From an optimization exercise on the open Yosys and OpenROAD flow, aimed at small area; shortcuts taken in it are not production practice.
The RTL was checked by simulation tests, not by an equivalence proof against the original design.
Power is estimated from default activity; no workload was simulated.

==> flow/design.v, too long to show whole: its modules and the start of the top module <==
// module sobol_gen_cfg: 31 lines
// module sobol_gen_core: 1285 lines
// module sobol_sequence_generator_top: 119 lines
module sobol_sequence_generator_top #(
  parameter int NUM_DIMS = 8
) (
  input  logic                                 clk,
  input  logic                                 rst_n,
  input  logic                                 in_valid,
  output logic                                 in_stall,
  input  logic                                 in_restart,
  output logic                                 out_valid,
  input  logic                                 out_stall,
  output logic [31:0]                          out_point_index,
  output logic                                 out_last_point,
  output logic [31:0]                          out_coord_0,
  output logic [31:0]                          out_coord_1,
  output logic [31:0]                          out_coord_2,
  output logic [31:0]                          out_coord_3,
  output logic [31:0]                          out_coord_4,
  output logic [31:0]                          out_coord_5,
  output logic [31:0]                          out_coord_6,
  output logic [31:0]                          out_coord_7,
  input  logic                                 psel,
  input  logic                                 penable,
  input  logic                                 pwrite,
  input  logic [sobol_gen_pkg::CFG_ADDR_W-1:0] paddr,
  input  logic [sobol_gen_pkg::CFG_DATA_W-1:0] pwdata,
  output logic [sobol_gen_pkg::CFG_DATA_W-1:0] prdata,
  output logic                                 pready
);
  // ...
==> flow/flow/run.sh <==
#!/bin/bash
# The standard layout (standard.sh: ORFS with the standard flow's config), with these changes:
# - the port buffers buffer_ports inserts are the smallest buffer, buf_1,
#   instead of the tool's default pick; every port still gets its buffer;
# - after synthesis, flow/downsize.tcl swaps each upsized combinational cell
#   for its family's smallest size (same function); the flow's own repair
#   steps then resize or buffer what slew, capacitance and timing need;
# - during placement (flow/smallbuf.tcl) repair buffers only with buf_1/buf_2
#   (or clkbuf_1/clkbuf_2), not larger buffers or delay cells;
# - clock tree synthesis without dummy loads.
# Registers are untouched: the netlist keeps the standard synthesis's flops.
set -euo pipefail
bash standard.sh 'BUFFER_PORTS_ARGS=-buffer_cell sky130_fd_sc_hd__buf_1' \
  "POST_SYNTH_TCL=$(pwd)/flow/downsize.tcl" \
  "PRE_GLOBAL_PLACE_TCL=$(pwd)/flow/smallbuf.tcl" \
  "PRE_RESIZE_TCL=$(pwd)/flow/smallbuf.tcl" \
  'CTS_ARGS=-sink_clustering_enable -repair_clock_nets -buf_list sky130_fd_sc_hd__clkbuf_8 -dont_use_dummy_load' \
  finish > orfs_make.log 2>&1
==> flow/flow/downsize.tcl <==
# Swap every combinational cell that synthesis upsized for its family's
# smallest size; the flow's repair steps then size up or buffer only what
# slew, capacitance and timing need.
set ds_map [dict create \
  sky130_fd_sc_hd__a2111o_2 sky130_fd_sc_hd__a2111o_1 \
  sky130_fd_sc_hd__a2111o_4 sky130_fd_sc_hd__a2111o_1 \
  sky130_fd_sc_hd__a2111oi_1 sky130_fd_sc_hd__a2111oi_0 \
  sky130_fd_sc_hd__a2111oi_2 sky130_fd_sc_hd__a2111oi_0 \
  sky130_fd_sc_hd__a2111oi_4 sky130_fd_sc_hd__a2111oi_0 \
  sky130_fd_sc_hd__a211o_2 sky130_fd_sc_hd__a211o_1 \
  sky130_fd_sc_hd__a211o_4 sky130_fd_sc_hd__a211o_1 \
  sky130_fd_sc_hd__a211oi_2 sky130_fd_sc_hd__a211oi_1 \
  sky130_fd_sc_hd__a211oi_4 sky130_fd_sc_hd__a211oi_1 \
  sky130_fd_sc_hd__a21bo_4 sky130_fd_sc_hd__a21bo_1 \
  sky130_fd_sc_hd__a21boi_2 sky130_fd_sc_hd__a21boi_0 \
  sky130_fd_sc_hd__a21boi_4 sky130_fd_sc_hd__a21boi_0 \
  sky130_fd_sc_hd__a21o_2 sky130_fd_sc_hd__a21o_1 \
  sky130_fd_sc_hd__a21o_4 sky130_fd_sc_hd__a21o_1 \
  sky130_fd_sc_hd__a21oi_2 sky130_fd_sc_hd__a21oi_1 \
  sky130_fd_sc_hd__a21oi_4 sky130_fd_sc_hd__a21oi_1 \
  sky130_fd_sc_hd__a221o_2 sky130_fd_sc_hd__a221o_1 \
  sky130_fd_sc_hd__a221o_4 sky130_fd_sc_hd__a221o_1 \
  sky130_fd_sc_hd__a221oi_2 sky130_fd_sc_hd__a221oi_1 \
  sky130_fd_sc_hd__a221oi_4 sky130_fd_sc_hd__a221oi_1 \
  sky130_fd_sc_hd__a22o_2 sky130_fd_sc_hd__a22o_1 \
  sky130_fd_sc_hd__a22o_4 sky130_fd_sc_hd__a22o_1 \
  sky130_fd_sc_hd__a22oi_2 sky130_fd_sc_hd__a22oi_1 \
  sky130_fd_sc_hd__a22oi_4 sky130_fd_sc_hd__a22oi_1 \
  sky130_fd_sc_hd__a2bb2o_2 sky130_fd_sc_hd__a2bb2o_1 \
  sky130_fd_sc_hd__a2bb2o_4 sky130_fd_sc_hd__a2bb2o_1 \
  sky130_fd_sc_hd__a2bb2oi_2 sky130_fd_sc_hd__a2bb2oi_1 \
  sky130_fd_sc_hd__a2bb2oi_4 sky130_fd_sc_hd__a2bb2oi_1 \
  sky130_fd_sc_hd__a311o_2 sky130_fd_sc_hd__a311o_1 \
  sky130_fd_sc_hd__a311o_4 sky130_fd_sc_hd__a311o_1 \
  sky130_fd_sc_hd__a311oi_2 sky130_fd_sc_hd__a311oi_1 \
  sky130_fd_sc_hd__a311oi_4 sky130_fd_sc_hd__a311oi_1 \
  sky130_fd_sc_hd__a31o_4 sky130_fd_sc_hd__a31o_1 \
  sky130_fd_sc_hd__a31oi_2 sky130_fd_sc_hd__a31oi_1 \
  sky130_fd_sc_hd__a31oi_4 sky130_fd_sc_hd__a31oi_1 \
  sky130_fd_sc_hd__a32o_2 sky130_fd_sc_hd__a32o_1 \
  sky130_fd_sc_hd__a32o_4 sky130_fd_sc_hd__a32o_1 \
  sky130_fd_sc_hd__a32oi_2 sky130_fd_sc_hd__a32oi_1 \
  sky130_fd_sc_hd__a32oi_4 sky130_fd_sc_hd__a32oi_1 \
  sky130_fd_sc_hd__a41o_2 sky130_fd_sc_hd__a41o_1 \
  sky130_fd_sc_hd__a41o_4 sky130_fd_sc_hd__a41o_1 \
  sky130_fd_sc_hd__a41oi_2 sky130_fd_sc_hd__a41oi_1 \
  sky130_fd_sc_hd__a41oi_4 sky130_fd_sc_hd__a41oi_1 \
  sky130_fd_sc_hd__and2_2 sky130_fd_sc_hd__and2_0 \
  sky130_fd_sc_hd__and2_4 sky130_fd_sc_hd__and2_0 \
  sky130_fd_sc_hd__and2b_2 sky130_fd_sc_hd__and2b_1 \
  sky130_fd_sc_hd__and2b_4 sky130_fd_sc_hd__and2b_1 \
  sky130_fd_sc_hd__and3_2 sky130_fd_sc_hd__and3_1 \
  sky130_fd_sc_hd__and3_4 sky130_fd_sc_hd__and3_1 \
  sky130_fd_sc_hd__and3b_2 sky130_fd_sc_hd__and3b_1 \
  sky130_fd_sc_hd__and3b_4 sky130_fd_sc_hd__and3b_1 \
  sky130_fd_sc_hd__and4_2 sky130_fd_sc_hd__and4_1 \
  sky130_fd_sc_hd__and4_4 sky130_fd_sc_hd__and4_1 \
  sky130_fd_sc_hd__and4b_2 sky130_fd_sc_hd__and4b_1 \
  sky130_fd_sc_hd__and4b_4 sky130_fd_sc_hd__and4b_1 \
  sky130_fd_sc_hd__and4bb_4 sky130_fd_sc_hd__and4bb_1 \
  sky130_fd_sc_hd__buf_6 sky130_fd_sc_hd__buf_2 \
  sky130_fd_sc_hd__buf_8 sky130_fd_sc_hd__buf_2 \
  sky130_fd_sc_hd__buf_12 sky130_fd_sc_hd__buf_2 \
  sky130_fd_sc_hd__buf_16 sky130_fd_sc_hd__buf_2 \
  sky130_fd_sc_hd__bufbuf_16 sky130_fd_sc_hd__bufbuf_8 \
  sky130_fd_sc_hd__bufinv_16 sky130_fd_sc_hd__bufinv_8 \
  sky130_fd_sc_hd__clkbuf_2 sky130_fd_sc_hd__clkbuf_1 \
  sky130_fd_sc_hd__clkbuf_4 sky130_fd_sc_hd__clkbuf_1 \
  sky130_fd_sc_hd__clkbuf_8 sky130_fd_sc_hd__clkbuf_1 \
  sky130_fd_sc_hd__clkbuf_16 sky130_fd_sc_hd__clkbuf_1 \
  sky130_fd_sc_hd__clkdlybuf4s15_2 sky130_fd_sc_hd__clkdlybuf4s15_1 \
  sky130_fd_sc_hd__clkdlybuf4s50_2 sky130_fd_sc_hd__clkdlybuf4s50_1 \
  sky130_fd_sc_hd__clkinv_2 sky130_fd_sc_hd__clkinv_1 \
  sky130_fd_sc_hd__clkinv_4 sky130_fd_sc_hd__clkinv_1 \
  sky130_fd_sc_hd__clkinv_8 sky130_fd_sc_hd__clkinv_1 \
  sky130_fd_sc_hd__clkinv_16 sky130_fd_sc_hd__clkinv_1 \
  sky130_fd_sc_hd__clkinvlp_4 sky130_fd_sc_hd__clkinvlp_2 \
  sky130_fd_sc_hd__ebufn_2 sky130_fd_sc_hd__ebufn_1 \
  sky130_fd_sc_hd__ebufn_4 sky130_fd_sc_hd__ebufn_1 \
  sky130_fd_sc_hd__ebufn_8 sky130_fd_sc_hd__ebufn_1 \
  sky130_fd_sc_hd__einvn_1 sky130_fd_sc_hd__einvn_0 \
  sky130_fd_sc_hd__einvn_2 sky130_fd_sc_hd__einvn_0 \
  sky130_fd_sc_hd__einvn_4 sky130_fd_sc_hd__einvn_0 \
  sky130_fd_sc_hd__einvn_8 sky130_fd_sc_hd__einvn_0 \
  sky130_fd_sc_hd__einvp_2 sky130_fd_sc_hd__einvp_1 \
  sky130_fd_sc_hd__einvp_4 sky130_fd_sc_hd__einvp_1 \
  sky130_fd_sc_hd__einvp_8 sky130_fd_sc_hd__einvp_1 \
  sky130_fd_sc_hd__fa_2 sky130_fd_sc_hd__fa_1 \
  sky130_fd_sc_hd__fa_4 sky130_fd_sc_hd__fa_1 \
  sky130_fd_sc_hd__ha_2 sky130_fd_sc_hd__ha_1 \
  sky130_fd_sc_hd__ha_4 sky130_fd_sc_hd__ha_1 \
  sky130_fd_sc_hd__inv_4 sky130_fd_sc_hd__inv_1 \
  sky130_fd_sc_hd__inv_6 sky130_fd_sc_hd__inv_1 \
  sky130_fd_sc_hd__inv_8 sky130_fd_sc_hd__inv_1 \
  sky130_fd_sc_hd__inv_12 sky130_fd_sc_hd__inv_1 \
  sky130_fd_sc_hd__inv_16 sky130_fd_sc_hd__inv_1 \
  sky130_fd_sc_hd__maj3_2 sky130_fd_sc_hd__maj3_1 \
  sky130_fd_sc_hd__maj3_4 sky130_fd_sc_hd__maj3_1 \
  sky130_fd_sc_hd__mux2_4 sky130_fd_sc_hd__mux2_1 \
  sky130_fd_sc_hd__mux2_8 sky130_fd_sc_hd__mux2_1 \
  sky130_fd_sc_hd__mux4_4 sky130_fd_sc_hd__mux4_2 \
  sky130_fd_sc_hd__mux4_1 sky130_fd_sc_hd__mux4_2 \
  sky130_fd_sc_hd__nand2_2 sky130_fd_sc_hd__nand2_1 \
  sky130_fd_sc_hd__nand2_4 sky130_fd_sc_hd__nand2_1 \
  sky130_fd_sc_hd__nand2_8 sky130_fd_sc_hd__nand2_1 \
  sky130_fd_sc_hd__nand2b_2 sky130_fd_sc_hd__nand2b_1 \
  sky130_fd_sc_hd__nand2b_4 sky130_fd_sc_hd__nand2b_1 \
  sky130_fd_sc_hd__nand3_2 sky130_fd_sc_hd__nand3_1 \
  sky130_fd_sc_hd__nand3_4 sky130_fd_sc_hd__nand3_1 \
  sky130_fd_sc_hd__nand3b_2 sky130_fd_sc_hd__nand3b_1 \
  sky130_fd_sc_hd__nand3b_4 sky130_fd_sc_hd__nand3b_1 \
  sky130_fd_sc_hd__nand4_2 sky130_fd_sc_hd__nand4_1 \
  sky130_fd_sc_hd__nand4_4 sky130_fd_sc_hd__nand4_1 \
  sky130_fd_sc_hd__nand4b_2 sky130_fd_sc_hd__nand4b_1 \
  sky130_fd_sc_hd__nand4b_4 sky130_fd_sc_hd__nand4b_1 \
  sky130_fd_sc_hd__nand4bb_2 sky130_fd_sc_hd__nand4bb_1 \
  sky130_fd_sc_hd__nand4bb_4 sky130_fd_sc_hd__nand4bb_1 \
  sky130_fd_sc_hd__nor2_2 sky130_fd_sc_hd__nor2_1 \
  sky130_fd_sc_hd__nor2_4 sky130_fd_sc_hd__nor2_1 \
  sky130_fd_sc_hd__nor2_8 sky130_fd_sc_hd__nor2_1 \
  sky130_fd_sc_hd__nor2b_2 sky130_fd_sc_hd__nor2b_1 \
  sky130_fd_sc_hd__nor2b_4 sky130_fd_sc_hd__nor2b_1 \
  sky130_fd_sc_hd__nor3_2 sky130_fd_sc_hd__nor3_1 \
  sky130_fd_sc_hd__nor3_4 sky130_fd_sc_hd__nor3_1 \
  sky130_fd_sc_hd__nor3b_2 sky130_fd_sc_hd__nor3b_1 \
  sky130_fd_sc_hd__nor3b_4 sky130_fd_sc_hd__nor3b_1 \
  sky130_fd_sc_hd__nor4_2 sky130_fd_sc_hd__nor4_1 \
  sky130_fd_sc_hd__nor4_4 sky130_fd_sc_hd__nor4_1 \
  sky130_fd_sc_hd__nor4b_2 sky130_fd_sc_hd__nor4b_1 \
  sky130_fd_sc_hd__nor4b_4 sky130_fd_sc_hd__nor4b_1 \
  sky130_fd_sc_hd__nor4bb_2 sky130_fd_sc_hd__nor4bb_1 \
  sky130_fd_sc_hd__nor4bb_4 sky130_fd_sc_hd__nor4bb_1 \
  sky130_fd_sc_hd__o2111a_2 sky130_fd_sc_hd__o2111a_1 \
  sky130_fd_sc_hd__o2111a_4 sky130_fd_sc_hd__o2111a_1 \
  sky130_fd_sc_hd__o2111ai_2 sky130_fd_sc_hd__o2111ai_1 \
  sky130_fd_sc_hd__o2111ai_4 sky130_fd_sc_hd__o2111ai_1 \
  sky130_fd_sc_hd__o211a_4 sky130_fd_sc_hd__o211a_1 \
  sky130_fd_sc_hd__o211ai_2 sky130_fd_sc_hd__o211ai_1 \
  sky130_fd_sc_hd__o211ai_4 sky130_fd_sc_hd__o211ai_1 \
  sky130_fd_sc_hd__o21a_2 sky130_fd_sc_hd__o21a_1 \
  sky130_fd_sc_hd__o21a_4 sky130_fd_sc_hd__o21a_1 \
  sky130_fd_sc_hd__o21ai_2 sky130_fd_sc_hd__o21ai_0 \
  sky130_fd_sc_hd__o21ai_4 sky130_fd_sc_hd__o21ai_0 \
  sky130_fd_sc_hd__o21ba_4 sky130_fd_sc_hd__o21ba_1 \
  sky130_fd_sc_hd__o21bai_2 sky130_fd_sc_hd__o21bai_1 \
  sky130_fd_sc_hd__o21bai_4 sky130_fd_sc_hd__o21bai_1 \
  sky130_fd_sc_hd__o221a_4 sky130_fd_sc_hd__o221a_1 \
  sky130_fd_sc_hd__o221ai_2 sky130_fd_sc_hd__o221ai_1 \
  sky130_fd_sc_hd__o221ai_4 sky130_fd_sc_hd__o221ai_1 \
  sky130_fd_sc_hd__o22a_2 sky130_fd_sc_hd__o22a_1 \
  sky130_fd_sc_hd__o22a_4 sky130_fd_sc_hd__o22a_1 \
  sky130_fd_sc_hd__o22ai_2 sky130_fd_sc_hd__o22ai_1 \
  sky130_fd_sc_hd__o22ai_4 sky130_fd_sc_hd__o22ai_1 \
  sky130_fd_sc_hd__o2bb2a_2 sky130_fd_sc_hd__o2bb2a_1 \
  sky130_fd_sc_hd__o2bb2a_4 sky130_fd_sc_hd__o2bb2a_1 \
  sky130_fd_sc_hd__o2bb2ai_2 sky130_fd_sc_hd__o2bb2ai_1 \
  sky130_fd_sc_hd__o2bb2ai_4 sky130_fd_sc_hd__o2bb2ai_1 \
  sky130_fd_sc_hd__o311a_2 sky130_fd_sc_hd__o311a_1 \
  sky130_fd_sc_hd__o311a_4 sky130_fd_sc_hd__o311a_1 \
  sky130_fd_sc_hd__o311ai_2 sky130_fd_sc_hd__o311ai_0 \
  sky130_fd_sc_hd__o311ai_4 sky130_fd_sc_hd__o311ai_0 \
  sky130_fd_sc_hd__o31a_2 sky130_fd_sc_hd__o31a_1 \
  sky130_fd_sc_hd__o31a_4 sky130_fd_sc_hd__o31a_1 \
  sky130_fd_sc_hd__o31ai_2 sky130_fd_sc_hd__o31ai_1 \
  sky130_fd_sc_hd__o31ai_4 sky130_fd_sc_hd__o31ai_1 \
  sky130_fd_sc_hd__o32a_2 sky130_fd_sc_hd__o32a_1 \
  sky130_fd_sc_hd__o32a_4 sky130_fd_sc_hd__o32a_1 \
  sky130_fd_sc_hd__o32ai_2 sky130_fd_sc_hd__o32ai_1 \
  sky130_fd_sc_hd__o32ai_4 sky130_fd_sc_hd__o32ai_1 \
  sky130_fd_sc_hd__o41a_2 sky130_fd_sc_hd__o41a_1 \
  sky130_fd_sc_hd__o41a_4 sky130_fd_sc_hd__o41a_1 \
  sky130_fd_sc_hd__o41ai_2 sky130_fd_sc_hd__o41ai_1 \
  sky130_fd_sc_hd__o41ai_4 sky130_fd_sc_hd__o41ai_1 \
  sky130_fd_sc_hd__or2_4 sky130_fd_sc_hd__or2_0 \
  sky130_fd_sc_hd__or2b_2 sky130_fd_sc_hd__or2b_1 \
  sky130_fd_sc_hd__or2b_4 sky130_fd_sc_hd__or2b_1 \
  sky130_fd_sc_hd__or3_2 sky130_fd_sc_hd__or3_1 \
  sky130_fd_sc_hd__or3_4 sky130_fd_sc_hd__or3_1 \
  sky130_fd_sc_hd__or3b_4 sky130_fd_sc_hd__or3b_1 \
  sky130_fd_sc_hd__or4_2 sky130_fd_sc_hd__or4_1 \
  sky130_fd_sc_hd__or4_4 sky130_fd_sc_hd__or4_1 \
  sky130_fd_sc_hd__or4b_4 sky130_fd_sc_hd__or4b_1 \
  sky130_fd_sc_hd__or4bb_2 sky130_fd_sc_hd__or4bb_1 \
  sky130_fd_sc_hd__or4bb_4 sky130_fd_sc_hd__or4bb_1 \
  sky130_fd_sc_hd__sdlclkp_2 sky130_fd_sc_hd__sdlclkp_1 \
  sky130_fd_sc_hd__sdlclkp_4 sky130_fd_sc_hd__sdlclkp_1 \
  sky130_fd_sc_hd__xnor2_2 sky130_fd_sc_hd__xnor2_1 \
  sky130_fd_sc_hd__xnor2_4 sky130_fd_sc_hd__xnor2_1 \
  sky130_fd_sc_hd__xnor3_2 sky130_fd_sc_hd__xnor3_1 \
  sky130_fd_sc_hd__xnor3_4 sky130_fd_sc_hd__xnor3_1 \
  sky130_fd_sc_hd__xor2_2 sky130_fd_sc_hd__xor2_1 \
  sky130_fd_sc_hd__xor2_4 sky130_fd_sc_hd__xor2_1 \
  sky130_fd_sc_hd__xor3_2 sky130_fd_sc_hd__xor3_1 \
  sky130_fd_sc_hd__xor3_4 sky130_fd_sc_hd__xor3_1 \
]
set ds_count 0
foreach inst [[ord::get_db_block] getInsts] {
  set m [[$inst getMaster] getName]
  if { [dict exists $ds_map $m] } {
    replace_cell [$inst getName] [dict get $ds_map $m]
    incr ds_count
  }
}
puts "downsize.tcl: swapped $ds_count cells for their smallest size"
==> flow/flow/smallbuf.tcl <==
set_dont_use [get_lib_cells {sky130_fd_sc_hd__buf_4 sky130_fd_sc_hd__buf_6 sky130_fd_sc_hd__buf_8 sky130_fd_sc_hd__buf_12 sky130_fd_sc_hd__buf_16 sky130_fd_sc_hd__clkbuf_4 sky130_fd_sc_hd__clkbuf_8 sky130_fd_sc_hd__clkbuf_16 sky130_fd_sc_hd__dlygate4sd* sky130_fd_sc_hd__dlymetal6s* sky130_fd_sc_hd__clkdlybuf4s* sky130_fd_sc_hd__bufbuf_* sky130_fd_sc_hd__bufinv_*}]
==> flow/standard.sh <==
#!/bin/bash
# synth_recipe.tcl (not shown) runs the flow's synth.tcl, then flattens the netlist and writes it again
# the make line also repeats each setting of config.mk as NAME=value (left out here)
make -C /OpenROAD-flow-scripts/flow DESIGN_CONFIG=/design/flow/config.mk WORK_HOME=/design/flow/orfs CLKGATE_MAP_FILE= SYNTH_SCRIPT=/design/flow/synth_recipe.tcl "${@:-finish}"
==> flow/config.mk <==
export PLATFORM = sky130hd
export DESIGN_NAME = sobol_sequence_generator_top
export DESIGN_NICKNAME = sobol_sequence_generator_top
export VERILOG_FILES = /design/flow/design.v
export SDC_FILE = /design/flow/constraint.sdc
export NUM_CORES = 4
export LEC_CHECK = 0
export CAP_MARGIN = 20
export CORE_MARGIN = 2
export CORE_UTILIZATION = 65
export CTS_BUF_LIST = sky130_fd_sc_hd__clkbuf_8
export PLACE_DENSITY = 0.8
export SLEW_MARGIN = 20
==> flow/constraint.sdc <==
create_clock -name core_clock -period 7.0 [get_ports {clk}]
set_input_delay 1.4000 -clock core_clock [delete_from_list [all_inputs] [get_ports {clk}]]
set_output_delay 1.4000 -clock core_clock [all_outputs]
set_load 0.01 [all_outputs]
==> results by group, run 1 <==
Run status
  – Status: complete, no violations

Cells and area
  – Share of cells above drive strength 1: 0.0271
  – Seq Cell Count: 73
  – Footprint of the multi-input gates: 8580 um^2

Worst setup path
  – Cells along the critical path: ha_1, xnor3_1, xnor2_1, xor2_1, xnor2_1, xnor2_1, xnor2_1, nor2_1, buf_1
  – WP data arrival: 4410 ps
  – WP data required: 5600 ps
  – Reg-to-Reg Start: idx[27]$_DFFE_PP_

Timing
  – Fin crit share: 0.829
  – Rel. slew slack: 0.194

GRT
  – Met1 Resource Use GR: 0.561
  – Grt met3 use: 0.0793
  – Initial antenna violation count: 0

Drt
  – Met2 WL: 19.7 mm
  – Met3 WL post-DR: 4.76 mm

Floorplan
  – Die height: 132 um
  – Die width: 132 um
  – Io pins: 368

Min path
  – Hold path cells: 2

Pwr
  – Comb power frac: 0.835
  – Sw Ratio: 0.550
  – Seq pwr: 504 uW
  – Clk pwr share: 0.056
  – VDD IR max: 0.366 mV

CTS
  – Clk latency of the worst-skew pair: 360 ps

Place
  – Placed insts: 1901
==> inputs of run 2 (changes only) <==
==> flow/design.v (replaced) <==
package sobol_gen_pkg;
  localparam int MAX_DIMS      = 8;
  localparam int FRACTION_BITS = 32;
  localparam int DIMS_W        = 4;
  localparam int CFG_ADDR_W    = 4;
  localparam int CFG_DATA_W    = 32;
  localparam logic [1:0] REG_DIMS    = 2'd0;
  localparam logic [1:0] REG_RUN_LEN = 2'd1;
  localparam logic [1:0] REG_SEEK    = 2'd2;
endpackage
module sobol_gen_cfg (
  input  logic        clk,
  input  logic        rst_n,
  input  logic        wr_en,
  input  logic [1:0]  reg_sel,
  input  logic [31:0] pwdata,
  input  logic [31:0] next_index,
  output logic [31:0] prdata,
  output logic [3:0]  dims,
  output logic [31:0] run_len
);
  logic [31:0] run_len_n;
  assign run_len = ~run_len_n;
  always_ff @(posedge clk) begin
    if (!rst_n) begin
      dims      <= 4'd8;
      run_len_n <= '0;
    end else if (wr_en) begin
      if (reg_sel == sobol_gen_pkg::REG_DIMS)    dims      <= pwdata[3:0];
      if (reg_sel == sobol_gen_pkg::REG_RUN_LEN) run_len_n <= ~pwdata;
    end
  end
  always_comb begin
    case (reg_sel)
      sobol_gen_pkg::REG_DIMS:    prdata = {28'b0, dims};
      sobol_gen_pkg::REG_RUN_LEN: prdata = run_len;
      sobol_gen_pkg::REG_SEEK:    prdata = next_index;
      default:                    prdata = '0;
    endcase
  end
endmodule
module sobol_gen_core (
  input  logic [31:0]  n,
  output logic [255:0] w
);
  logic t32;
  logic t33;
  logic t34;
  logic t35;
  logic t36;
  logic t37;
  logic t38;
  logic t39;
  logic t40;
  logic t41;
  logic t42;
  logic t43;
  logic t44;
  logic t45;
  logic t46;
  logic t47;
  logic t48;
  logic t49;
  logic t50;
  logic t51;
  logic t52;
  logic t53;
  logic t54;
  logic t55;
  logic t56;
  logic t57;
  logic t58;
  logic t59;
  logic t60;
  logic t61;
  logic t62;
  logic t63;
  logic t64;
  logic t65;
  logic t66;
  logic t67;
  logic t68;
  logic t69;
  logic t70;
  logic t71;
  logic t72;
  logic t73;
  logic t74;
  logic t75;
  logic t76;
  logic t77;
  logic t78;
  logic t79;
  logic t80;
  logic t81;
  logic t82;
  logic t83;
  logic t84;
  logic t85;
  logic t86;
  logic t87;
  logic t88;
  logic t89;
  logic t90;
  logic t91;
  logic t92;
  logic t93;
  logic t94;
  logic t95;
  logic t96;
  logic t97;
  logic t98;
  logic t99;
  logic t100;
  logic t101;
  logic t102;
  logic t103;
  logic t104;
  logic t105;
  logic t106;
  logic t107;
  logic t108;
  logic t109;
  logic t110;
  logic t111;
  logic t112;
  logic t113;
  logic t114;
  logic t115;
  logic t116;
  logic t117;
  logic t118;
  logic t119;
  logic t120;
  logic t121;
  logic t122;
  logic t123;
  logic t124;
  logic t125;
  logic t126;
  logic t127;
  logic t128;
  logic t129;
  logic t130;
  logic t131;
  logic t132;
  logic t133;
  logic t134;
  logic t135;
  logic t136;
  logic t137;
  logic t138;
  logic t139;
  logic t140;
  logic t141;
  logic t142;
  logic t143;
  logic t144;
  logic t145;
  logic t146;
  logic t147;
  logic t148;
  logic t149;
  logic t150;
  logic t151;
  logic t152;
  logic t153;
  logic t154;
  logic t155;
  logic t156;
  logic t157;
  logic t158;
  logic t159;
  logic t160;
  logic t161;
  logic t162;
  logic t163;
  logic t164;
  logic t165;
  logic t166;
  logic t167;
  logic t168;
  logic t169;
  logic t170;
  logic t171;
  logic t172;
  logic t173;
  logic t174;
  logic t175;
  logic t176;
  logic t177;
  logic t178;
  logic t179;
  logic t180;
  logic t181;
  logic t182;
  logic t183;
  logic t184;
  logic t185;
  logic t186;
  logic t187;
  logic t188;
  logic t189;
  logic t190;
  logic t191;
  logic t192;
  logic t193;
  logic t194;
  logic t195;
  logic t196;
  logic t197;
  logic t198;
  logic t199;
  logic t200;
  logic t201;
  logic t202;
  logic t203;
  logic t204;
  logic t205;
  logic t206;
  logic t207;
  logic t208;
  logic t209;
  logic t210;
  logic t211;
  logic t212;
  logic t213;
  logic t214;
  logic t215;
  logic t216;
  logic t217;
  logic t218;
  logic t219;
  logic t220;
  logic t221;
  logic t222;
  logic t223;
  logic t224;
  logic t225;
  logic t226;
  logic t227;
  logic t228;
  logic t229;
  logic t230;
  logic t231;
  logic t232;
  logic t233;
  logic t234;
  logic t235;
  logic t236;
  logic t237;
  logic t238;
  logic t239;
  logic t240;
  logic t241;
  logic t242;
  logic t243;
  logic t244;
  logic t245;
  logic t246;
  logic t247;
  logic t248;
  logic t249;
  logic t250;
  logic t251;
  logic t252;
  logic t253;
  logic t254;
  logic t255;
  logic t256;
  logic t257;
  logic t258;
  logic t259;
  logic t260;
  logic t261;
  logic t262;
  logic t263;
  logic t264;
  logic t265;
  logic t266;
  logic t267;
  logic t268;
  logic t269;
  logic t270;
  logic t271;
  logic t272;
  logic t273;
  logic t274;
  logic t275;
  logic t276;
  logic t277;
  logic t278;
  logic t279;
  logic t280;
  logic t281;
  logic t282;
  logic t283;
  logic t284;
  logic t285;
  logic t286;
  logic t287;
  logic t288;
  logic t289;
  logic t290;
  logic t291;
  logic t292;
  logic t293;
  logic t294;
  logic t295;
  logic t296;
  logic t297;
  logic t298;
  logic t299;
  logic t300;
  logic t301;
  logic t302;
  logic t303;
  logic t304;
  logic t305;
  logic t306;
  logic t307;
  logic t308;
  logic t309;
  logic t310;
  logic t311;
  logic t312;
  logic t313;
  logic t314;
  logic t315;
  logic t316;
  logic t317;
  logic t318;
  logic t319;
  logic t320;
  logic t321;
  logic t322;
  logic t323;
  logic t324;
  logic t325;
  logic t326;
  logic t327;
  logic t328;
  logic t329;
  logic t330;
  logic t331;
  logic t332;
  logic t333;
  logic t334;
  logic t335;
  logic t336;
  logic t337;
  logic t338;
  logic t339;
  logic t340;
  logic t341;
  logic t342;
  logic t343;
  logic t344;
  logic t345;
  logic t346;
  logic t347;
  logic t348;
  logic t349;
  logic t350;
  logic t351;
  logic t352;
  logic t353;
  logic t354;
  logic t355;
  logic t356;
  logic t357;
  logic t358;
  logic t359;
  logic t360;
  logic t361;
  logic t362;
  logic t363;
  logic t364;
  logic t365;
  logic t366;
  logic t367;
  logic t368;
  logic t369;
  logic t370;
  logic t371;
  logic t372;
  logic t373;
  logic t374;
  logic t375;
  logic t376;
  logic t377;
  logic t378;
  logic t379;
  logic t380;
  logic t381;
  logic t382;
  logic t383;
  logic t384;
  logic t385;
  logic t386;
  logic t387;
  logic t388;
  logic t389;
  logic t390;
  logic t391;
  logic t392;
  logic t393;
  logic t394;
  logic t395;
  logic t396;
  logic t397;
  logic t398;
  logic t399;
  logic t400;
  logic t401;
  logic t402;
  logic t403;
  logic t404;
  logic t405;
  logic t406;
  logic t407;
  logic t408;
  logic t409;
  logic t410;
  logic t411;
  logic t412;
  logic t413;
  logic t414;
  logic t415;
  logic t416;
  logic t417;
  logic t418;
  logic t419;
  logic t420;
  logic t421;
  logic t422;
  logic t423;
  logic t424;
  logic t425;
  logic t426;
  logic t427;
  logic t428;
  logic t429;
  logic t430;
  logic t431;
  logic t432;
  logic t433;
  logic t434;
  logic t435;
  logic t436;
  logic t437;
  logic t438;
  logic t439;
  logic t440;
  logic t441;
  logic t442;
  logic t443;
  logic t444;
  logic t445;
  logic t446;
  logic t447;
  logic t448;
  logic t449;
  logic t450;
  logic t451;
  logic t452;
  logic t453;
  logic t455;
  logic t456;
  logic t458;
  logic t459;
  logic t460;
  logic t461;
  logic t462;
  logic t463;
  logic t464;
  logic t465;
  logic t466;
  logic t467;
  logic t468;
  logic t469;
  logic t470;
  logic t471;
  logic t472;
  logic t473;
  logic t474;
  logic t475;
  logic t476;
  logic t477;
  logic t478;
  logic t479;
  logic t480;
  logic t481;
  logic t482;
  logic t483;
  logic t484;
  logic t485;
  logic t486;
  logic t487;
  logic t488;
  logic t489;
  logic t490;
  logic t491;
  logic t492;
  logic t493;
  logic t494;
  logic t495;
  logic t496;
  logic t497;
  logic t498;
  logic t499;
  logic t500;
  logic t501;
  logic t502;
  logic t503;
  logic t504;
  logic t505;
  logic t506;
  logic t507;
  logic t508;
  logic t509;
  logic t510;
  logic t511;
  logic t512;
  logic t513;
  logic t514;
  logic t515;
  logic t516;
  logic t517;
  logic t518;
  logic t519;
  logic t520;
  logic t521;
  logic t522;
  logic t523;
  logic t524;
  logic t525;
  logic t526;
  assign t32 = n[0] ^ n[1];
  assign t33 = n[1] ^ n[2];
  assign t34 = n[2] ^ n[3];
  assign t35 = n[3] ^ n[4];
  assign t36 = n[4] ^ n[5];
  assign t37 = n[5] ^ n[6];
  assign t38 = n[6] ^ n[7];
  assign t39 = n[7] ^ n[8];
  assign t40 = n[8] ^ n[9];
  assign t41 = n[9] ^ n[10];
  assign t42 = n[10] ^ n[11];
  assign t43 = n[11] ^ n[12];
  assign t44 = n[12] ^ n[13];
  assign t45 = n[13] ^ n[14];
  assign t46 = n[14] ^ n[15];
  assign t47 = n[15] ^ n[16];
  assign t48 = n[16] ^ n[17];
  assign t49 = n[17] ^ n[18];
  assign t50 = n[18] ^ n[19];
  assign t51 = n[19] ^ n[20];
  assign t52 = n[20] ^ n[21];
  assign t53 = n[21] ^ n[22];
  assign t54 = n[22] ^ n[23];
  assign t55 = n[23] ^ n[24];
  assign t56 = n[24] ^ n[25];
  assign t57 = n[25] ^ n[26];
  assign t58 = n[26] ^ n[27];
  assign t59 = n[27] ^ n[28];
  assign t60 = n[28] ^ n[29];
  assign t61 = n[29] ^ n[30];
  assign t62 = n[30] ^ n[31];
  assign t63 = t51 ^ t55;
  assign t64 = t50 ^ t54;
  assign t65 = n[31] ^ t59;
  assign t66 = t53 ^ t61;
  assign t67 = t46 ^ t58;
  assign t68 = t45 ^ t57;
  assign t69 = t48 ^ t52;
  assign t70 = t44 ^ t56;
  assign t71 = t47 ^ t59;
  assign t72 = t60 ^ t62;
  assign t73 = t41 ^ t49;
  assign t74 = n[31] ^ t55;
  assign t75 = t58 ^ t64;
  assign t76 = t39 ^ t43;
  assign t77 = t47 ^ t65;
  assign t78 = t36 ^ t40;
  assign t79 = t42 ^ t67;
  assign t80 = t49 ^ t62;
  assign t81 = t61 ^ t68;
  assign t82 = t37 ^ t63;
  assign t83 = t47 ^ t74;
  assign t84 = t45 ^ t66;
  assign t85 = t54 ^ t69;
  assign t86 = t56 ^ t57;
  assign t87 = t38 ^ t64;
  assign t88 = t44 ^ t52;
  assign t89 = t35 ^ t76;
  assign t90 = t43 ^ t51;
  assign t91 = t42 ^ t73;
  assign t92 = t54 ^ t62;
  assign t93 = t60 ^ t70;
  assign t94 = t43 ^ t59;
  assign t95 = t52 ^ t66;
  assign t96 = t51 ^ t53;
  assign t97 = t42 ^ t70;
  assign t98 = t75 ^ t78;
  assign t99 = t50 ^ t72;
  assign t100 = t63 ^ t71;
  assign t101 = t58 ^ t61;
  assign t102 = t48 ^ t68;
  assign t103 = t38 ^ t40;
  assign t104 = t63 ^ t65;
  assign t105 = n[31] ^ t57;
  assign t106 = t51 ^ t66;
  assign t107 = t41 ^ t77;
  assign t108 = t39 ^ t81;
  assign t109 = t50 ^ t79;
  assign t110 = t61 ^ t65;
  assign t111 = t56 ^ t60;
  assign t112 = t45 ^ t53;
  assign t113 = t37 ^ t49;
  assign t114 = t69 ^ t70;
  assign t115 = t46 ^ t54;
  assign t116 = t71 ^ t90;
  assign t117 = t40 ^ t67;
  assign t118 = t60 ^ t74;
  assign t119 = n[12] ^ n[28];
  assign t120 = t73 ^ t84;
  assign t121 = t52 ^ t99;
  assign t122 = t62 ^ t67;
  assign t123 = t58 ^ t62;
  assign t124 = t55 ^ t76;
  assign t125 = t43 ^ t81;
  assign t126 = t38 ^ t88;
  assign t127 = t77 ^ t89;
  assign t128 = t49 ^ t61;
  assign t129 = t35 ^ t55;
  assign t130 = t60 ^ t85;
  assign t131 = t41 ^ t82;
  assign t132 = t53 ^ t55;
  assign t133 = n[31] ^ t76;
  assign t134 = t68 ^ t94;
  assign t135 = t52 ^ t54;
  assign t136 = t68 ^ t73;
  assign t137 = t62 ^ t87;
  assign t138 = t46 ^ t71;
  assign t139 = t39 ^ t83;
  assign t140 = t100 ^ t108;
  assign t141 = t63 ^ t75;
  assign t142 = t37 ^ t84;
  assign t143 = t33 ^ t34;
  assign t144 = t96 ^ t113;
  assign t145 = t35 ^ t97;
  assign t146 = t32 ^ t36;
  assign t147 = t67 ^ t87;
  assign t148 = t93 ^ t147;
  assign t149 = t38 ^ t78;
  assign t150 = t50 ^ t63;
  assign t151 = t73 ^ t102;
  assign t152 = t39 ^ t59;
  assign t153 = t48 ^ t64;
  assign t154 = t72 ^ t115;
  assign t155 = t98 ^ t126;
  assign t156 = t53 ^ t57;
  assign t157 = n[31] ^ t51;
  assign t158 = t106 ^ t107;
  assign t159 = n[29] ^ t65;
  assign t160 = t60 ^ t101;
  assign t161 = n[24] ^ n[28];
  assign t162 = t52 ^ t118;
  assign t163 = n[16] ^ n[24];
  assign t164 = t111 ^ t120;
  assign t165 = n[21] ^ t74;
  assign t166 = t131 ^ t152;
  assign t167 = t47 ^ t105;
  assign t168 = t112 ^ t166;
  assign t169 = t87 ^ t138;
  assign t170 = t66 ^ t92;
  assign t171 = t43 ^ t65;
  assign t172 = t56 ^ t72;
  assign t173 = t60 ^ t95;
  assign t174 = n[26] ^ t165;
  assign t175 = n[16] ^ n[30];
  assign t176 = t109 ^ t149;
  assign t177 = t112 ^ t115;
  assign t178 = t47 ^ t55;
  assign t179 = t71 ^ t128;
  assign t180 = t66 ^ t91;
  assign t181 = t139 ^ t142;
  assign t182 = t72 ^ t87;
  assign t183 = t34 ^ t79;
  assign t184 = t78 ^ t130;
  assign t185 = t43 ^ t77;
  assign t186 = t66 ^ t129;
  assign t187 = t64 ^ t88;
  assign t188 = t39 ^ t47;
  assign t189 = t46 ^ t91;
  assign t190 = t84 ^ t130;
  assign t191 = t91 ^ t156;
  assign t192 = t141 ^ t191;
  assign t193 = t63 ^ t127;
  assign t194 = t34 ^ t69;
  assign t195 = t48 ^ t73;
  assign t196 = t82 ^ t133;
  assign t197 = t33 ^ t145;
  assign t198 = t37 ^ t40;
  assign t199 = t38 ^ t50;
  assign t200 = t131 ^ t134;
  assign t201 = t76 ^ t169;
  assign t202 = t45 ^ t82;
  assign t203 = t194 ^ t199;
  assign t204 = t33 ^ t68;
  assign t205 = t99 ^ t102;
  assign t206 = t105 ^ t144;
  assign t207 = t89 ^ t206;
  assign t208 = t70 ^ t151;
  assign t209 = t35 ^ t95;
  assign t210 = t36 ^ t44;
  assign t211 = t44 ^ t103;
  assign t212 = t55 ^ t160;
  assign t213 = t117 ^ t121;
  assign t214 = t120 ^ t202;
  assign t215 = t97 ^ t98;
  assign t216 = t32 ^ t78;
  assign t217 = t103 ^ t114;
  assign t218 = t62 ^ t75;
  assign t219 = n[25] ^ t101;
  assign t220 = t187 ^ t189;
  assign t221 = t104 ^ t156;
  assign t222 = t99 ^ t175;
  assign t223 = t62 ^ t79;
  assign t224 = n[25] ^ t59;
  assign t225 = t137 ^ t180;
  assign t226 = t127 ^ t204;
  assign t227 = t75 ^ t128;
  assign t228 = t137 ^ t183;
  assign t229 = t64 ^ t165;
  assign t230 = t187 ^ t190;
  assign t231 = t94 ^ t112;
  assign t232 = t116 ^ t208;
  assign t233 = t49 ^ t104;
  assign t234 = t35 ^ t116;
  assign t235 = t152 ^ t177;
  assign t236 = n[15] ^ t162;
  assign t237 = t75 ^ t103;
  assign t238 = n[22] ^ t159;
  assign t239 = t190 ^ t205;
  assign t240 = t48 ^ t99;
  assign t241 = n[24] ^ t165;
  assign t242 = t153 ^ t212;
  assign t243 = t134 ^ t207;
  assign t244 = t80 ^ t125;
  assign t245 = t43 ^ t83;
  assign t246 = n[25] ^ t50;
  assign t247 = t49 ^ t83;
  assign t248 = t150 ^ t159;
  assign t249 = t55 ^ t99;
  assign t250 = t128 ^ t157;
  assign t251 = t56 ^ t61;
  assign t252 = t46 ^ t158;
  assign t253 = n[20] ^ t161;
  assign t254 = t104 ^ t218;
  assign t255 = n[31] ^ t47;
  assign t256 = t74 ^ t92;
  assign t257 = t65 ^ t123;
  assign t258 = t38 ^ t139;
  assign t259 = t92 ^ t258;
  assign t260 = t185 ^ t223;
  assign t261 = t178 ^ t220;
  assign t262 = t107 ^ t125;
  assign t263 = t81 ^ t167;
  assign t264 = n[8] ^ t163;
  assign t265 = t46 ^ t259;
  assign t266 = n[31] ^ t61;
  assign t267 = t128 ^ t221;
  assign t268 = t150 ^ t263;
  assign t269 = t214 ^ t226;
  assign t270 = t58 ^ t92;
  assign t271 = t57 ^ t110;
  assign t272 = t36 ^ t154;
  assign t273 = t181 ^ t272;
  assign t274 = n[14] ^ t175;
  assign t275 = t105 ^ t106;
  assign t276 = t61 ^ t224;
  assign t277 = t126 ^ t273;
  assign t278 = t90 ^ t195;
  assign t279 = t40 ^ t278;
  assign t280 = n[16] ^ t119;
  assign t281 = n[28] ^ n[31];
  assign t282 = n[19] ^ t104;
  assign t283 = t227 ^ t282;
  assign t284 = t58 ^ t72;
  assign t285 = t73 ^ t220;
  assign t286 = n[20] ^ t227;
  assign t287 = t100 ^ t231;
  assign t288 = n[27] ^ t286;
  assign t289 = t193 ^ t228;
  assign t290 = t86 ^ t159;
  assign t291 = t55 ^ t65;
  assign t292 = t81 ^ t196;
  assign t293 = n[21] ^ t111;
  assign t294 = t66 ^ t74;
  assign t295 = t49 ^ t143;
  assign t296 = t177 ^ t178;
  assign t297 = t56 ^ t121;
  assign t298 = t88 ^ t177;
  assign t299 = t156 ^ t222;
  assign t300 = t177 ^ t279;
  assign t301 = t54 ^ t225;
  assign t302 = t184 ^ t301;
  assign t303 = t39 ^ t146;
  assign t304 = t42 ^ t137;
  assign t305 = t182 ^ t197;
  assign t306 = t292 ^ t295;
  assign t307 = t79 ^ t184;
  assign t308 = t63 ^ t133;
  assign t309 = t49 ^ t132;
  assign t310 = t96 ^ t303;
  assign t311 = t183 ^ t184;
  assign t312 = t46 ^ t80;
  assign t313 = t140 ^ t148;
  assign t314 = t153 ^ t312;
  assign t315 = t237 ^ t307;
  assign t316 = t107 ^ t305;
  assign t317 = t310 ^ t316;
  assign t318 = t306 ^ t307;
  assign t319 = t37 ^ t302;
  assign t320 = n[26] ^ t65;
  assign t321 = t54 ^ t96;
  assign t322 = n[27] ^ t62;
  assign t323 = t105 ^ t172;
  assign t324 = t102 ^ t317;
  assign t325 = n[21] ^ n[24];
  assign t326 = t61 ^ t197;
  assign t327 = t132 ^ t314;
  assign t328 = t280 ^ t327;
  assign t329 = t175 ^ t294;
  assign t330 = t163 ^ t268;
  assign t331 = t55 ^ t135;
  assign t332 = t232 ^ t261;
  assign t333 = t68 ^ t332;
  assign t334 = t214 ^ t234;
  assign t335 = t63 ^ t230;
  assign t336 = t63 ^ t94;
  assign t337 = t42 ^ t75;
  assign t338 = n[29] ^ t219;
  assign t339 = t200 ^ t210;
  assign t340 = t123 ^ t339;
  assign t341 = t215 ^ t243;
  assign t342 = t117 ^ t333;
  assign t343 = t196 ^ t225;
  assign t344 = t188 ^ t192;
  assign t345 = t90 ^ t326;
  assign t346 = t159 ^ t160;
  assign t347 = t204 ^ t216;
  assign t348 = t173 ^ t347;
  assign t349 = t167 ^ t345;
  assign t350 = t98 ^ t113;
  assign t351 = t57 ^ t233;
  assign t352 = n[15] ^ t229;
  assign t353 = t325 ^ t351;
  assign t354 = t138 ^ t172;
  assign t355 = t85 ^ t354;
  assign t356 = t104 ^ t170;
  assign t357 = t94 ^ t192;
  assign t358 = t208 ^ t237;
  assign t359 = t203 ^ t340;
  assign t360 = t95 ^ t118;
  assign t361 = n[16] ^ t173;
  assign t362 = t110 ^ t111;
  assign t363 = t173 ^ t218;
  assign t364 = t201 ^ t348;
  assign t365 = t109 ^ t116;
  assign t366 = t62 ^ t203;
  assign t367 = n[28] ^ t105;
  assign t368 = t106 ^ t355;
  assign t369 = t40 ^ t232;
  assign t370 = t205 ^ t238;
  assign t371 = t192 ^ t235;
  assign t372 = t36 ^ t366;
  assign t373 = t349 ^ t350;
  assign t374 = t68 ^ t91;
  assign t375 = t109 ^ t136;
  assign t376 = t155 ^ t207;
  assign t377 = t129 ^ t372;
  assign t378 = t37 ^ t155;
  assign t379 = t374 ^ t377;
  assign t380 = t171 ^ t379;
  assign t381 = t104 ^ t236;
  assign t382 = t33 ^ t378;
  assign t383 = t81 ^ t382;
  assign t384 = t146 ^ t207;
  assign t385 = t93 ^ t109;
  assign t386 = n[30] ^ t59;
  assign t387 = t116 ^ t383;
  assign t388 = t205 ^ t328;
  assign t389 = t384 ^ t385;
  assign t390 = n[22] ^ t161;
  assign t391 = t61 ^ t74;
  assign t392 = n[30] ^ t111;
  assign t393 = t101 ^ t162;
  assign t394 = t155 ^ t168;
  assign t395 = t72 ^ t88;
  assign t396 = t117 ^ t395;
  assign t397 = n[25] ^ t110;
  assign t398 = t61 ^ t62;
  assign t399 = n[31] ^ t60;
  assign t400 = t222 ^ t353;
  assign t401 = n[26] ^ t72;
  assign t402 = t56 ^ t380;
  assign t403 = t81 ^ t122;
  assign t404 = t115 ^ t125;
  assign t405 = t79 ^ t83;
  assign t406 = n[27] ^ t241;
  assign t407 = t141 ^ t246;
  assign t408 = t141 ^ t174;
  assign t409 = t52 ^ t61;
  assign t410 = t404 ^ t405;
  assign t411 = t313 ^ t315;
  assign t412 = t170 ^ t288;
  assign t413 = t34 ^ t189;
  assign t414 = t122 ^ t245;
  assign t415 = t129 ^ t413;
  assign t416 = t120 ^ t207;
  assign t417 = t313 ^ t416;
  assign t418 = t220 ^ t283;
  assign t419 = t134 ^ t148;
  assign t420 = t113 ^ t132;
  assign t421 = t181 ^ t417;
  assign t422 = t77 ^ t396;
  assign t423 = t77 ^ t122;
  assign t424 = t419 ^ t420;
  assign t425 = t39 ^ t415;
  assign t426 = t86 ^ t409;
  assign t427 = t64 ^ t425;
  assign t428 = t198 ^ t427;
  assign t429 = t426 ^ t428;
  assign t430 = t39 ^ t143;
  assign t431 = t149 ^ t430;
  assign t432 = t54 ^ t431;
  assign t433 = t77 ^ t93;
  assign t434 = t112 ^ t195;
  assign t435 = t121 ^ t140;
  assign t436 = t285 ^ t435;
  assign t437 = t432 ^ t434;
  assign t438 = n[31] ^ t437;
  assign t439 = t63 ^ t111;
  assign t440 = t150 ^ t239;
  assign t441 = t438 ^ t439;
  assign t442 = n[28] ^ t101;
  assign t443 = t216 ^ t436;
  assign t444 = t57 ^ t209;
  assign t445 = t60 ^ t86;
  assign t446 = t55 ^ t57;
  assign t447 = n[28] ^ t57;
  assign t448 = t97 ^ t123;
  assign t449 = t69 ^ t448;
  assign t450 = t86 ^ t249;
  assign t451 = t60 ^ t65;
  assign t452 = t114 ^ t119;
  assign t453 = t100 ^ t449;
  assign t455 = n[16] ^ t242;
  assign t456 = t120 ^ t124;
  assign t458 = t52 ^ t92;
  assign t459 = t114 ^ t171;
  assign t460 = t323 ^ t329;
  assign t461 = t91 ^ t190;
  assign t462 = t211 ^ t461;
  assign t463 = t124 ^ t462;
  assign t464 = t179 ^ t214;
  assign t465 = t114 ^ t183;
  assign t466 = t40 ^ t164;
  assign t467 = t43 ^ t176;
  assign t468 = t82 ^ t444;
  assign t469 = t33 ^ t89;
  assign t470 = t467 ^ t468;
  assign t471 = n[22] ^ n[26];
  assign t472 = t52 ^ t176;
  assign t473 = t138 ^ t141;
  assign t474 = t45 ^ t153;
  assign t475 = t462 ^ t464;
  assign t476 = t110 ^ t474;
  assign t477 = t60 ^ t469;
  assign t478 = t463 ^ t465;
  assign t479 = t476 ^ t477;
  assign t480 = t119 ^ t120;
  assign t481 = t67 ^ t479;
  assign t482 = t210 ^ t481;
  assign t483 = t69 ^ t80;
  assign t484 = t143 ^ t483;
  assign t485 = t198 ^ t484;
  assign t486 = t32 ^ t75;
  assign t487 = t83 ^ t486;
  assign t488 = t89 ^ t485;
  assign t489 = t51 ^ t482;
  assign t490 = t56 ^ t159;
  assign t491 = t435 ^ t482;
  assign t492 = t78 ^ t491;
  assign t493 = t92 ^ t219;
  assign t494 = t53 ^ t118;
  assign t495 = t93 ^ t153;
  assign t496 = t79 ^ t157;
  assign t497 = t135 ^ t251;
  assign t498 = t39 ^ t213;
  assign t499 = t200 ^ t498;
  assign t500 = t41 ^ t186;
  assign t501 = t70 ^ t179;
  assign t502 = t275 ^ t499;
  assign t503 = t157 ^ t240;
  assign t504 = t395 ^ t411;
  assign t505 = t247 ^ t504;
  assign t506 = t150 ^ t244;
  assign t507 = t140 ^ t247;
  assign t508 = t487 ^ t488;
  assign t509 = t50 ^ t62;
  assign t510 = t138 ^ t500;
  assign t511 = t217 ^ t510;
  assign t512 = t126 ^ t214;
  assign t513 = t178 ^ t512;
  assign t514 = t252 ^ t505;
  assign t515 = t247 ^ t248;
  assign t516 = n[25] ^ t123;
  assign t517 = t328 ^ t492;
  assign t518 = t217 ^ t252;
  assign t519 = t478 ^ t513;
  assign t520 = t495 ^ t496;
  assign t521 = t34 ^ t146;
  assign t522 = t122 ^ t187;
  assign t523 = t521 ^ t522;
  assign t524 = t68 ^ t511;
  assign t525 = t158 ^ t523;
  assign t526 = t67 ^ t250;
  assign w[0] = n[31];
  assign w[1] = t62;
  assign w[2] = t61;
  assign w[3] = t60;
  assign w[4] = t59;
  assign w[5] = t58;
  assign w[6] = t57;
  assign w[7] = t56;
  assign w[8] = t55;
  assign w[9] = t54;
  assign w[10] = t53;
  assign w[11] = t52;
  assign w[12] = t51;
  assign w[13] = t50;
  assign w[14] = t49;
  assign w[15] = t48;
  assign w[16] = t47;
  assign w[17] = t46;
  assign w[18] = t45;
  assign w[19] = t44;
  assign w[20] = t43;
  assign w[21] = t42;
  assign w[22] = t41;
  assign w[23] = t40;
  assign w[24] = t39;
  assign w[25] = t38;
  assign w[26] = t37;
  assign w[27] = t36;
  assign w[28] = t35;
  assign w[29] = t34;
  assign w[30] = t33;
  assign w[31] = t32;
  assign w[32] = n[31];
  assign w[33] = n[30];
  assign w[34] = t266;
  assign w[35] = n[28];
  assign w[36] = t65;
  assign w[37] = t257;
  assign w[38] = t271;
  assign w[39] = n[24];
  assign w[40] = t74;
  assign w[41] = t256;
  assign w[42] = t294;
  assign w[43] = t253;
  assign w[44] = t104;
  assign w[45] = t254;
  assign w[46] = t267;
  assign w[47] = n[16];
  assign w[48] = t255;
  assign w[49] = t274;
  assign w[50] = t263;
  assign w[51] = t280;
  assign w[52] = t185;
  assign w[53] = t260;
  assign w[54] = t262;
  assign w[55] = t264;
  assign w[56] = t139;
  assign w[57] = t265;
  assign w[58] = t181;
  assign w[59] = t277;
  assign w[60] = t193;
  assign w[61] = t289;
  assign w[62] = t269;
  assign w[63] = n[0];
  assign w[64] = n[31];
  assign w[65] = t62;
  assign w[66] = n[29];
  assign w[67] = t281;
  assign w[68] = t110;
  assign w[69] = t284;
  assign w[70] = t276;
  assign w[71] = t290;
  assign w[72] = t291;
  assign w[73] = t270;
  assign w[74] = t293;
  assign w[75] = t282;
  assign w[76] = t275;
  assign w[77] = t297;
  assign w[78] = t286;
  assign w[79] = t299;
  assign w[80] = t178;
  assign w[81] = t115;
  assign w[82] = t296;
  assign w[83] = t298;
  assign w[84] = t287;
  assign w[85] = t285;
  assign w[86] = t261;
  assign w[87] = t300;
  assign w[88] = t308;
  assign w[89] = t304;
  assign w[90] = t343;
  assign w[91] = t319;
  assign w[92] = t334;
  assign w[93] = t311;
  assign w[94] = t318;
  assign w[95] = t324;
  assign w[96] = n[31];
  assign w[97] = n[30];
  assign w[98] = t61;
  assign w[99] = t60;
  assign w[100] = t322;
  assign w[101] = t320;
  assign w[102] = t338;
  assign w[103] = t323;
  assign w[104] = t55;
  assign w[105] = t54;
  assign w[106] = t325;
  assign w[107] = t331;
  assign w[108] = t321;
  assign w[109] = t150;
  assign w[110] = t309;
  assign w[111] = t85;
  assign w[112] = t352;
  assign w[113] = t327;
  assign w[114] = t330;
  assign w[115] = t335;
  assign w[116] = t336;
  assign w[117] = t337;
  assign w[118] = t357;
  assign w[119] = t342;
  assign w[120] = t344;
  assign w[121] = t201;
  assign w[122] = t200;
  assign w[123] = t215;
  assign w[124] = t341;
  assign w[125] = t359;
  assign w[126] = t373;
  assign w[127] = t364;
  assign w[128] = n[31];
  assign w[129] = t62;
  assign w[130] = t266;
  assign w[131] = n[28];
  assign w[132] = n[27];
  assign w[133] = t346;
  assign w[134] = t367;
  assign w[135] = t362;
  assign w[136] = t74;
  assign w[137] = t256;
  assign w[138] = t170;
  assign w[139] = t360;
  assign w[140] = t356;
  assign w[141] = t363;
  assign w[142] = t351;
  assign w[143] = t361;
  assign w[144] = t381;
  assign w[145] = t368;
  assign w[146] = t370;
  assign w[147] = t388;
  assign w[148] = t116;
  assign w[149] = t365;
  assign w[150] = t375;
  assign w[151] = t369;
  assign w[152] = t371;
  assign w[153] = t358;
  assign w[154] = t168;
  assign w[155] = t394;
  assign w[156] = t376;
  assign w[157] = t402;
  assign w[158] = t387;
  assign w[159] = t389;
  assign w[160] = n[31];
  assign w[161] = n[30];
  assign w[162] = t398;
  assign w[163] = t399;
  assign w[164] = t386;
  assign w[165] = t401;
  assign w[166] = t397;
  assign w[167] = t392;
  assign w[168] = t391;
  assign w[169] = t390;
  assign w[170] = t406;
  assign w[171] = t393;
  assign w[172] = t407;
  assign w[173] = t408;
  assign w[174] = t412;
  assign w[175] = t400;
  assign w[176] = t77;
  assign w[177] = t423;
  assign w[178] = t403;
  assign w[179] = t433;
  assign w[180] = t414;
  assign w[181] = t410;
  assign w[182] = t418;
  assign w[183] = t422;
  assign w[184] = t140;
  assign w[185] = t313;
  assign w[186] = t424;
  assign w[187] = t411;
  assign w[188] = t421;
  assign w[189] = t429;
  assign w[190] = t441;
  assign w[191] = t443;
  assign w[192] = n[31];
  assign w[193] = n[30];
  assign w[194] = n[29];
  assign w[195] = t60;
  assign w[196] = t451;
  assign w[197] = t442;
  assign w[198] = t447;
  assign w[199] = t445;
  assign w[200] = t446;
  assign w[201] = t471;
  assign w[202] = t174;
  assign w[203] = t458;
  assign w[204] = t440;
  assign w[205] = t450;
  assign w[206] = t455;
  assign w[207] = t460;
  assign w[208] = t100;
  assign w[209] = t473;
  assign w[210] = t452;
  assign w[211] = t114;
  assign w[212] = t459;
  assign w[213] = t453;
  assign w[214] = t480;
  assign w[215] = t466;
  assign w[216] = t456;
  assign w[217] = t463;
  assign w[218] = t475;
  assign w[219] = t472;
  assign w[220] = t470;
  assign w[221] = t478;
  assign w[222] = t489;
  assign w[223] = t508;
  assign w[224] = n[31];
  assign w[225] = t62;
  assign w[226] = t61;
  assign w[227] = t60;
  assign w[228] = t59;
  assign w[229] = t160;
  assign w[230] = t516;
  assign w[231] = t490;
  assign w[232] = t212;
  assign w[233] = t493;
  assign w[234] = t494;
  assign w[235] = t497;
  assign w[236] = t157;
  assign w[237] = t509;
  assign w[238] = t128;
  assign w[239] = t503;
  assign w[240] = t515;
  assign w[241] = t526;
  assign w[242] = t205;
  assign w[243] = t501;
  assign w[244] = t506;
  assign w[245] = t520;
  assign w[246] = t158;
  assign w[247] = t213;
  assign w[248] = t507;
  assign w[249] = t518;
  assign w[250] = t502;
  assign w[251] = t514;
  assign w[252] = t524;
  assign w[253] = t519;
  assign w[254] = t517;
  assign w[255] = t525;
endmodule
module sobol_sequence_generator_top #(
  parameter int NUM_DIMS = 8
) (
  input  logic                                 clk,
  input  logic                                 rst_n,
  input  logic                                 in_valid,
  output logic                                 in_stall,
  input  logic                                 in_restart,
  output logic                                 out_valid,
  input  logic                                 out_stall,
  output logic [31:0]                          out_point_index,
  output logic                                 out_last_point,
  output logic [31:0]                          out_coord_0,
  output logic [31:0]                          out_coord_1,
  output logic [31:0]                          out_coord_2,
  output logic [31:0]                          out_coord_3,
  output logic [31:0]                          out_coord_4,
  output logic [31:0]                          out_coord_5,
  output logic [31:0]                          out_coord_6,
  output logic [31:0]                          out_coord_7,
  input  logic                                 psel,
  input  logic                                 penable,
  input  logic                                 pwrite,
  input  logic [sobol_gen_pkg::CFG_ADDR_W-1:0] paddr,
  input  logic [sobol_gen_pkg::CFG_DATA_W-1:0] pwdata,
  output logic [sobol_gen_pkg::CFG_DATA_W-1:0] prdata,
  output logic                                 pready
);
  logic        in_valid_r, out_valid_r, restart_r, lst, sk;
  logic [31:0] idx;
  logic [3:0]  dims;
  logic [31:0] run_len;
  logic        load, in_take, clr, last, wr_en, seek_we, cin;
  logic [32:0] cy;       
  logic [31:0] nxt;      
  logic [31:0] n_new;    
  logic [255:0] w;
  logic [31:0] csa_s;
  logic [32:0] csa_c, csa_sum;
  assign pready  = 1'b1;
  assign wr_en   = psel & penable & pwrite;
  assign seek_we = wr_en & (paddr[3:2] == sobol_gen_pkg::REG_SEEK);
  sobol_gen_cfg u_cfg (
    .clk        (clk),
    .rst_n      (rst_n),
    .wr_en      (wr_en),
    .reg_sel    (paddr[3:2]),
    .pwdata     (pwdata),
    .next_index (lst ? 32'd0 : nxt),
    .prdata     (prdata),
    .dims       (dims),
    .run_len    (run_len)
  );
  assign load     = in_valid_r & (~out_valid_r | ~out_stall);
  assign in_stall = in_valid_r & ~load;
  assign in_take  = in_valid & ~in_stall;
  assign clr      = restart_r | lst;
  assign cin      = ~sk;
  for (genvar i = 0; i <= 32; i++) begin : g_cy
    if (i == 0) begin : g_lo
      assign cy[i] = cin;
    end else begin : g_hi
      assign cy[i] = cin & (&idx[i-1:0]);
    end
  end
  assign nxt   = idx ^ cy[31:0];
  assign n_new = clr ? 32'd0 : nxt;
  always_comb begin
    for (int i = 0; i < 32; i++) begin
      if (i == 1) csa_s[i] = ~(idx[i] ^ ~run_len[i]);
      else        csa_s[i] = idx[i] ^ ~run_len[i];
    end
    csa_c[0] = 1'b0;
    for (int i = 0; i < 32; i++) begin
      if (i == 1) csa_c[i+1] = idx[i] | ~run_len[i];
      else        csa_c[i+1] = idx[i] & ~run_len[i];
    end
  end
  assign csa_sum = {1'b0, csa_s} + {1'b0, csa_c[31:0]} + {32'd0, cin};
  assign last    = clr ? ~|run_len[31:1] : (csa_sum[32] | csa_c[32]);
  always_ff @(posedge clk) begin
    if (!rst_n) begin
      in_valid_r  <= 1'b0;
      out_valid_r <= 1'b0;
      lst         <= 1'b1;
      sk          <= 1'b0;
    end else begin
      in_valid_r  <= in_take | (in_valid_r & ~load);
      out_valid_r <= load | (out_valid_r & out_stall);
      if (seek_we) begin
        lst <= 1'b0;
        sk  <= 1'b1;
      end else if (load) begin
        lst <= last;
        sk  <= 1'b0;
      end
    end
  end
  always_ff @(posedge clk) begin
    if (in_take) restart_r <= in_restart;
    if (seek_we)   idx <= pwdata;
    else if (load) idx <= n_new;
  end
  sobol_gen_core u_core (
    .n (idx),
    .w (w)
  );
  assign out_valid       = out_valid_r;
  assign out_point_index = idx;
  assign out_last_point  = lst;
  assign out_coord_0     = (dims > 4'd0) ? w[0*32 +: 32] : 32'd0;
  assign out_coord_1     = (dims > 4'd1) ? w[1*32 +: 32] : 32'd0;
  assign out_coord_2     = (dims > 4'd2) ? w[2*32 +: 32] : 32'd0;
  assign out_coord_3     = (dims > 4'd3) ? w[3*32 +: 32] : 32'd0;
  assign out_coord_4     = (dims > 4'd4) ? w[4*32 +: 32] : 32'd0;
  assign out_coord_5     = (dims > 4'd5) ? w[5*32 +: 32] : 32'd0;
  assign out_coord_6     = (dims > 4'd6) ? w[6*32 +: 32] : 32'd0;
  assign out_coord_7     = (dims > 4'd7) ? w[7*32 +: 32] : 32'd0;
endmodule
==> results by group, run 2 <==
CTS
  – CTS Root Buffer Type: clkbuf_8
  – CTS tree: yes
  – CTS Buf Count: 9
  – Clock Path Buffers: 2
  – Cts repair resizes: 0
  – Setup Buffers After CTS: 0
  – CTS Hold Buffers Added: 0
  – CTS H-tree depth: 3
  – Reg clk slew, reported paths: 70 ps
  – Clk latency of the worst-skew pair: 360 ps (about the same)
  – Clk sinks: 73

Cells and area
  – N_diodes: 0
  – Finished layout cell area: 12300 um^2
  – Area Growth Syn to Fin: 15.7%
  – Final nets: 1803
  – Largest registers: idx (32), u_cfg.run_len_n (32), u_cfg.dims (4)
  – Fillers: 1259
  – Most frequent cells in the layout: 410 x buf_1, 382 x xnor2_1, 231 x nor2_1
  – Share of cells above drive strength 1: 0.0221 (-0.00509)
  – Commonest non-fill, non-tap cell in the layout: buf_1
  – Footprint of the multi-input gates: 8470 um^2 (-1.2%)
  – Register area: 1790 um^2

Floorplan
  – Placement row count: 46
  – Io pins: 368 (unchanged)
  – Initial core utilization: 0.665
  – Die width: 132 um (-0.53%)
  – Total core area: 15900 um^2
  – Die Area: 17400 um^2
  – Die height: 132 um (-0.53%)

Timing
  – Fin crit share: 0.827 (-0.00284)
  – RSZ-0062 raised after global routing: no
  – Final Hold Slack: 554 ps
  – Final TNS setup: 0 ps
  – Pins Over Slew Limit: 0
  – Final min period: 5790 ps
  – F_max: 0.173 GHz
  – Count of final setup violators: 0
  – Rel. slew slack: 0.292 (+0.0977)
  – Setup Skew: 13.3 ps
  – Tightest Pin Transition: 1060 ps
  – Final Hold Vio Count: 0

GRT
  – Vias in the first global route: 10700
  – GRT Residual Overflow: 0
  – Initial antenna violation count: 0 (unchanged)
  – Global-route wire length before repair: 61.9 mm
  – Overall routing resource usage: 0.459
  – Largest net degree at the start of global routing: 32

Place
  – I/O Buffers: 364
  – Final RePlAce weighted congestion: 1.02
  – Hpwl dp: 32.7 mm
  – Area after DPL: 12100 um^2

Pwr
  – PwrDens: 403 nW/um^2
  – Leakage: 0.00485 uW
  – VDD IR max: 0.666 mV (+82%)
  – Tot Pwr: 4940 uW

Drt
  – Initial DRT Pass Iterations: 8
  – Via count: 11500
  – DRC errors left: 0
  – Initial DRC Count: 1347
  – Vias/cell: 6.05
  – WL/cell: 22.0 um
  – Routed WL: 41.7 mm
  – Post-route antenna net violation count: 0

Worst setup path
  – Reg2Reg Depth: 9
  – Startpoint Class: flop
  – Worst-path fanout max: 10
  – Critical path endpoint category: output pin
  – Setup CP Type: flop to output pin
  – Reg-to-Reg Start: idx[3]$_DFFE_PP_
  – R2R setup slack: 3730 ps
  – Reg2reg end: idx[31]$_DFFE_PP_
  – WP data required: 5600 ps (about the same)
  – WP data arrival: 4390 ps (-20 ps)

Logic synthesis
  – Cell Area, Synth: 10600 um^2
  – Synth warn: 2
  – Net Count, Synth: 1468
  – Syn Inst Count: 1345
  – Synthesized area per cell: 7.89 um^2

Min path
  – Worst Hold Endpoint: out_valid_r$_SDFF_PN0_
  – Hold path cells: 2 (unchanged)
  – HP Start: in_valid_r$_SDFF_PN0_
  – Hold crit path type: flop to flop

Run status
  – Status: complete, no violations

Flow run
  – Max-cap violations: 0
-- run 2: metrics by stage --
step           setup WS [ps]  utilization  cells
6_report                1210        0.770   1894
5_1_grt                 1070        0.770   1894
4_1_cts                 1310        0.770   1894
3_5_place_dp            1710        0.762   1885
3_3_place_gp            1730        0.761   1885
2_1_floorplan           2450            -   1345
-- run 2: power breakdown --
group	switching [uW]	internal, uW	leakage (uW)
logic	2570	1610	0.00414
clock network	142	115	0.0000647
registers	42.2	465	0.000645
-- run 2: cell type report --
cell class,count,share of cell area
multi-input cells,1167,0.690
flip-flops and latches,73,0.146
repair buffers,415,0.127
well taps,216,0.0220
clock buffers,9,0.0101
inverters,14,0.00428
-- run 2: metal layers --
layer,vias up,global-route usage,share of wire
met1,5279,0.569,0.36
li1,5015,-,-
met5,-,0,0
met3,238,0.0677,0.11
met4,0,0.265,0.070
met2,931,0.762,0.46
-- run 2: how the worst max path moves through the flow --
stage,from,endpoint,slack (ps),depth (start not counted)
after floorplan,idx[30]$_DFFE_PP_,out_coord_6[26],2450,9
after CTS,idx[22]$_DFFE_PP_,out_coord_6[31],1310,9
after global routing,idx[22]$_DFFE_PP_,out_coord_3[24],1070,9
after global placement,idx[22]$_DFFE_PP_,out_coord_6[31],1730,9
final,idx[22]$_DFFE_PP_,out_coord_6[31],1210,9
after detailed placement,idx[22]$_DFFE_PP_,out_coord_6[31],1710,9
-- run 2: critical path, cell delays in order, from the launching register on --
cell,delay (ps)
edfxtp_1,660
ha_1,760
xor2_1,670
xnor2_1,460
xnor2_1,470
xnor2_1,160
xnor2_1,150
xnor2_1,330
nor2b_1,170
buf_1,160

==> what the ideal ports hide <==
No port has a modelled driver above. Below, the same layouts with a new extraction and two added sets of constraints. Step 1, drivers: a clkbuf_16 drives clk and a buf_2 each remaining input, both assumed. Step 2 adds t to the input delays and takes it off the output delays; t is the mean of the earliest and latest rising clock arrival at the registers after step 1. Input paths then give back, and output paths get back, about the clock's delay inside the block. Three values: no drivers, after step 1, after step 2; two values: the first two.
| run | shift t [ns] | slack for setup (ns) | worst register clock-pin slew, ns | worst slew at a driven data input, ns |
|---|---|---|---|---|
| run 1 | 0.384 | 1.194 / 1.162 / 1.546 | 0.07 / 0.07 | 0.05 |
| run 2 | 0.389 | 1.214 / 1.181 / 1.569 | 0.07 / 0.07 | 0.05 |
After both steps setup and hold are still met in every run listed.
